This design comes from an exercise in tuning for small area on the open sky130 flow, not from production work.
Only simulation tests tie the RTL to the original design; equivalence was not proved.
No activity file was given, so power comes from the tool's default toggle rates.

## vecdot9
module vecdot9 (
  input  logic                clk,
  input  logic                reset,
  input  logic                en,
  input  vecdot_pkg::sample_t hin,
  input  logic                hin_valid,
  input  vecdot_pkg::sample_t xin,
  input  logic                xin_valid,
  output vecdot_pkg::sample_t dout,
  output logic                dout_valid,
  output logic                sat
);
Settings: LEC_CHECK=0, ABC_AREA=1, CAP_MARGIN=20, CORE_MARGIN=2, CORE_UTILIZATION=45, CTS_CLUSTER_DIAMETER=100, CTS_CLUSTER_SIZE=30, GPL_TIMING_DRIVEN=0, SLEW_MARGIN=20; clock period 8.0 ns.
standard.sh (not shown) runs the stock make flow with config.mk's settings and CLKGATE_MAP_FILE= SYNTH_SCRIPT=/design/flow/synth_recipe.tcl, a recipe that flattens the netlist after the stock synthesis.
==> flow/flow/run.sh <==
#!/bin/bash
# The standard layout, with synthesis mapping through an area-oriented ABC
# script (flow/abc_area.script) in place of ORFS's. Everything else is ORFS's
# own scripts, unchanged.
set -euo pipefail
here=$(pwd)
rm -rf "$here/scripts_abc"
cp -r "$FLOW_HOME/scripts" "$here/scripts_abc"
cp "$here/flow/abc_area.script" "$here/scripts_abc/abc_area.script"
bash standard.sh SCRIPTS_DIR="$here/scripts_abc" synth > "$here/synth.log" 2>&1
bash standard.sh > "$here/layout.log" 2>&1
==> flow/flow/abc_area.script <==
strash
&get -n
&st
&dch
&nf -R 1000
&put
topo
stime -c
upsize -c
dnsize -c
The baseline ran to the end with no violations.
Then changed:
==> flow/flow/run.sh (replaced) <==
#!/bin/bash
# The standard layout with three changes:
#  - synthesis skips the generic ABC pass inside Yosys's synth command and maps
#    through an area-oriented ABC script (flow/abc_area.script)
#    in place of ORFS's; ORFS's other scripts are used unchanged;
#  - every port still gets its own buffer, of the smallest buffer cell;
#  - clock tree synthesis inserts no dummy loads.
set -euo pipefail
here=$(pwd)
rm -rf "$here/scripts_abc"
cp -r "$FLOW_HOME/scripts" "$here/scripts_abc"
cp "$here/flow/abc_area.script" "$here/scripts_abc/abc_area.script"
bash standard.sh SCRIPTS_DIR="$here/scripts_abc" "SYNTH_ARGS=-noabc" synth > "$here/synth.log" 2>&1
bash standard.sh \
  "BUFFER_PORTS_ARGS=-buffer_cell sky130_fd_sc_hd__buf_1" \
  "CTS_ARGS=-sink_clustering_enable -repair_clock_nets -sink_clustering_size 30 -sink_clustering_max_diameter 100 -dont_use_dummy_load" \
  finish > "$here/layout.log" 2>&1
==> flow/flow/abc_area.script (replaced) <==
strash
ifraig
dc2
dch -f
amap
topo
stime -c
upsize -c
dnsize -c
--- a/flow/config.mk
+++ b/flow/config.mk
@@ -9,5 +9,5 @@
 export CAP_MARGIN = 20
 export CORE_MARGIN = 2
-export CORE_UTILIZATION = 45
+export CORE_UTILIZATION = 60
 export CTS_CLUSTER_DIAMETER = 100
 export CTS_CLUSTER_SIZE = 30
Result: Count of clock-buffer cells in the layout drops by 12. Critical path depth goes up by 6. Clock skew rose by 0.086 ns. Sequential share of layout area goes up by 1.7 points. Sequential cell count does not change. Power climbs to 2.6 times its value. Sequential power went up by 23%.
Then changed:
==> flow/run.sh (new file) <==
#!/bin/bash
# synth_recipe.tcl (not shown) runs the flow's synth.tcl, then flattens the netlist and writes it again
# the make line also repeats each setting of config.mk as NAME=value (left out here)
make -C /OpenROAD-flow-scripts/flow DESIGN_CONFIG=/design/flow/config.mk WORK_HOME=/design/flow/orfs CLKGATE_MAP_FILE= SYNTH_SCRIPT=/design/flow/synth_recipe.tcl finish
--- a/flow/config.mk
+++ b/flow/config.mk
@@ -9,5 +9,5 @@
 export CAP_MARGIN = 20
 export CORE_MARGIN = 2
-export CORE_UTILIZATION = 60
+export CORE_UTILIZATION = 45
 export CTS_CLUSTER_DIAMETER = 100
 export CTS_CLUSTER_SIZE = 30
removed: flow/flow/run.sh
removed: flow/flow/abc_area.script
removed: flow/standard.sh
- power rose by 3.1%
- clock-buffer cell count increases by 12
- cell area climbs by about 12%
- synthesized cell count climbs by 63%
- routed wire length is higher by about 27%
- combinational power goes up by about 1%

==> static timing again, ports no longer ideal <==
How much do the figures lean on ideal ports? The routed layouts below were timed once more, with nothing changed but the port constraints. Step 1 (the two cells are an assumption about what drives the block):
set clk [get_ports {clk}]
set_driving_cell -lib_cell sky130_fd_sc_hd__clkbuf_16 $clk
set_driving_cell -lib_cell sky130_fd_sc_hd__buf_2 [delete_from_list [all_inputs] $clk]
Step 2 adds t to the input delays and takes it off the output delays; t is the mean of the earliest and latest rising clock arrival at the registers after step 1. Input paths then give back, and output paths get back, about the clock's delay inside the block. a / b / c = no drivers / after step 1 / after step 2; a / b = the first two.
run	t (ns)	slack for setup (ns)	worst hold slack (ns)
the first run	0.643	0.474 / 0.474 / 0.474	0.425 / 0.425 / 0.425
the second run	0.584	0.549 / 0.549 / 0.549	0.412 / 0.412 / 0.412
the third run	0.647	0.456 / 0.456 / 0.456	0.427 / 0.427 / 0.427
After both steps every run listed still meets setup and hold.
